What follows belongs to an exercise in optimizing a design on an open flow for small area and few clock cycles per item; a production flow would make more cautious choices.
Power and IR drop assume default switching activity.

main:
==> module ref_seq_reader, before the edit <==
module ref_seq_reader #(
  parameter int REF_LENGTH = 128,
  parameter int DRAM_WIDTH = 128,
  parameter int NB         = 3,    
  parameter int ASM        = 0,    
  parameter int BYP_D      = 1,    
  parameter int BYP_P      = 1     
) (
  input  logic                  clk,
  input  logic                  rst,
  input  logic [ref_seq_reader_pkg::ADDR_W-1:0] ref_addr_in,
  input  logic [ref_seq_reader_pkg::LEN_W-1:0] ref_length_in,
  input  logic                  ref_info_valid_in,
  output logic [2*REF_LENGTH-1:0] ref_seq_block_out,
  output logic                  ref_seq_block_valid_out,
  input  logic                  ref_seq_block_rdy_in,
  output logic [ref_seq_reader_pkg::ADDR_W-1:0] dram_rd_addr_out,
  output logic                  dram_rd_req_out,
  input  logic                  dram_rd_ack_in,
  input  logic [DRAM_WIDTH-1:0] dram_rd_data_in,
  input  logic                  dram_rd_data_valid_in,
  output logic                  busy_out,
  output logic                  job_overflow_out
);
  localparam int AW = ref_seq_reader_pkg::ADDR_W;
  localparam int LW = ref_seq_reader_pkg::LEN_W;
  localparam int DW = DRAM_WIDTH;
  localparam int PW = (NB > 1) ? $clog2(NB) : 1;
  localparam int RW = $clog2(NB + 1);
  logic          cur_valid;
  logic [AW-1:0] rd_addr;
  logic [LW:0]   rem;           
  logic          pend_valid;
  logic [AW-1:0] pend_addr;
  logic [LW-1:0] pend_len;
  logic          overflow;
  logic [RW-1:0] res;           
  logic [DW-1:0] mem_lo [NB];
  logic [DW-1:0] mem_hi [NB];
  logic [DW-1:0] asm_lo;
  logic [NB-1:0] full;
  logic [PW-1:0] wp, rp;
  logic          wh;
  logic desc_ok, credit, req, ack, last, take, pop, push, byp, valid;
  logic [PW-1:0] wp_inc, rp_inc;
  always_comb begin
    desc_ok = ref_info_valid_in & (ref_length_in != '0);
    byp     = (BYP_D != 0) & ~full[rp] & dram_rd_data_valid_in & wh;
    valid   = full[rp] | byp;
    pop     = valid & ref_seq_block_rdy_in;
    push    = dram_rd_data_valid_in & wh;
    credit  = (res != RW'(NB)) | ((BYP_P != 0) & pop);
    if (ASM != 0) req = cur_valid & (~rem[0] | credit);
    else          req = cur_valid & (rem[0] | credit);
    ack     = req & dram_rd_ack_in;
    last    = ack & (rem == (LW+1)'(1));
    take    = (ASM != 0) ? (ack & rem[0]) : (ack & ~rem[0]);
    wp_inc  = (NB > 1 && wp == PW'(NB - 1)) ? '0 : wp + PW'(1);
    rp_inc  = (NB > 1 && rp == PW'(NB - 1)) ? '0 : rp + PW'(1);
    if (NB == 1) begin wp_inc = '0; rp_inc = '0; end
  end
  always_ff @(posedge clk) begin
    if (rst) begin
      cur_valid  <= 1'b0;
      pend_valid <= 1'b0;
      overflow   <= 1'b0;
      res        <= '0;
      full       <= '0;
      wp         <= '0;
      rp         <= '0;
      wh         <= 1'b0;
    end else begin
      res <= res + RW'(take) - RW'(pop);
      if (ack) begin
        rd_addr <= rd_addr + AW'(1);
        rem     <= rem - (LW+1)'(1);
      end
      if (~cur_valid | last) begin
        cur_valid <= pend_valid;
        if (pend_valid) begin
          rd_addr <= pend_addr;
          rem     <= {pend_len, 1'b0};
        end
      end
      if (~cur_valid | last) pend_valid <= 1'b0;
      if (desc_ok) begin
        if (pend_valid & cur_valid) begin
          overflow <= 1'b1;
        end else begin
          pend_valid <= 1'b1;
          pend_addr  <= ref_addr_in;
          pend_len   <= ref_length_in;
        end
      end
      if (dram_rd_data_valid_in) wh <= ~wh;
      if (push) wp <= wp_inc;
      if (pop) rp <= rp_inc;
      for (int i = 0; i < NB; i++) begin
        if (push && wp == PW'(i)) full[i] <= 1'b1;
        if (pop && rp == PW'(i)) full[i] <= 1'b0;
      end
    end
  end
  always_ff @(posedge clk) begin
    if (dram_rd_data_valid_in) begin
      if (!wh) begin
        if (ASM != 0) asm_lo <= dram_rd_data_in;
        else mem_lo[wp] <= dram_rd_data_in;
      end else begin
        mem_hi[wp] <= dram_rd_data_in;
        if (ASM != 0) mem_lo[wp] <= asm_lo;
      end
    end
  end
  always_comb begin
    if (full[rp]) ref_seq_block_out = {mem_hi[rp], mem_lo[rp]};
    else if (ASM != 0) ref_seq_block_out = {dram_rd_data_in, asm_lo};
    else ref_seq_block_out = {dram_rd_data_in, mem_lo[rp]};
  end
  assign ref_seq_block_valid_out = valid;
  assign dram_rd_req_out         = req;
  assign dram_rd_addr_out        = rd_addr;
  assign busy_out                = cur_valid | pend_valid | (res != '0);
  assign job_overflow_out        = overflow;
endmodule
==> flow/config.mk <==
export PLATFORM = sky130hd
export DESIGN_NAME = ref_seq_reader
export DESIGN_NICKNAME = ref_seq_reader
export VERILOG_FILES = /design/flow/design.v
export SDC_FILE = /design/flow/constraint.sdc
export NUM_CORES = 4
export LEC_CHECK = 0
export CAP_MARGIN = 20
export CORE_MARGIN = 2
export CORE_UTILIZATION = 45
export PLACE_DENSITY = 0.6
export SLEW_MARGIN = 20
==> flow/constraint.sdc <==
create_clock -name core_clock -period 5.0 [get_ports {clk}]
set_input_delay 1.0000 -clock core_clock [delete_from_list [all_inputs] [get_ports {clk}]]
set_output_delay 1.0000 -clock core_clock [all_outputs]
set_load 0.01 [all_outputs]
run.sh (not shown) runs the stock make flow with config.mk's settings and CLKGATE_MAP_FILE= SYNTH_SCRIPT=/design/flow/synth_recipe.tcl, a recipe that flattens the netlist after the stock synthesis.
[inputs] the feature branch vs main
--- a/flow/design.v
+++ b/flow/design.v
@@ -3,11 +3,11 @@
   localparam int LEN_W  = 25;
 endpackage
 module ref_seq_reader #(
   parameter int REF_LENGTH = 128,
   parameter int DRAM_WIDTH = 128,
-  parameter int NB         = 3,    
+  parameter int NB         = 4,    
   parameter int ASM        = 0,    
   parameter int BYP_D      = 1,    
   parameter int BYP_P      = 1     
 ) (
   input  logic                  clk,
### Flow results
Summary — number of multi-input combinational cells in the layout, the feature branch relative to main: lower, by 655. Of the feature branch and main, the run reporting the higher met3 layer wire length in the routed design was the feature branch. Between the feature branch and main, it is the feature branch whose area of the core is higher, by about 26%. The feature branch against main: time the worst path needs with I/O delays and setup has increased; highest fanout seen on the critical path moved up; fraction of area in multi-input gates has decreased; total power shows an increase of 28%.
No functional check of the RTL was part of any run of this note.

-- re-timing with driven ports --
In the flow no input, the clock included, has a driving cell. The finished layouts below were timed again as built, in two steps. Step 1 (the two cells are an assumption about what drives the block):
set clk [get_ports {clk}]
set_driving_cell -lib_cell sky130_fd_sc_hd__clkbuf_16 $clk
set_driving_cell -lib_cell sky130_fd_sc_hd__buf_2 [delete_from_list [all_inputs] $clk]
Step 2, shift: input delay + t, output delay - t, t = (earliest + latest rising clock arrival at the registers) / 2. This alone moves slack from input paths to output paths. a / b / c = ideal / step 1 / step 2; a / b = the first two.
| run | t, ns | setup WS [ns] | cell pins on the clock port's net |
|---|---|---|---|
| main | 0.697 | 0.823 / 0.756 / 1.001 | 1 |
| the feature branch | 0.751 | 0.688 / 0.617 / 0.632 | 1 |
After both steps every run listed still meets setup and hold. For the feature branch, which loses most, drivers alone change the setup slack by -0.071 ns; drivers and shift together by -0.056 ns.
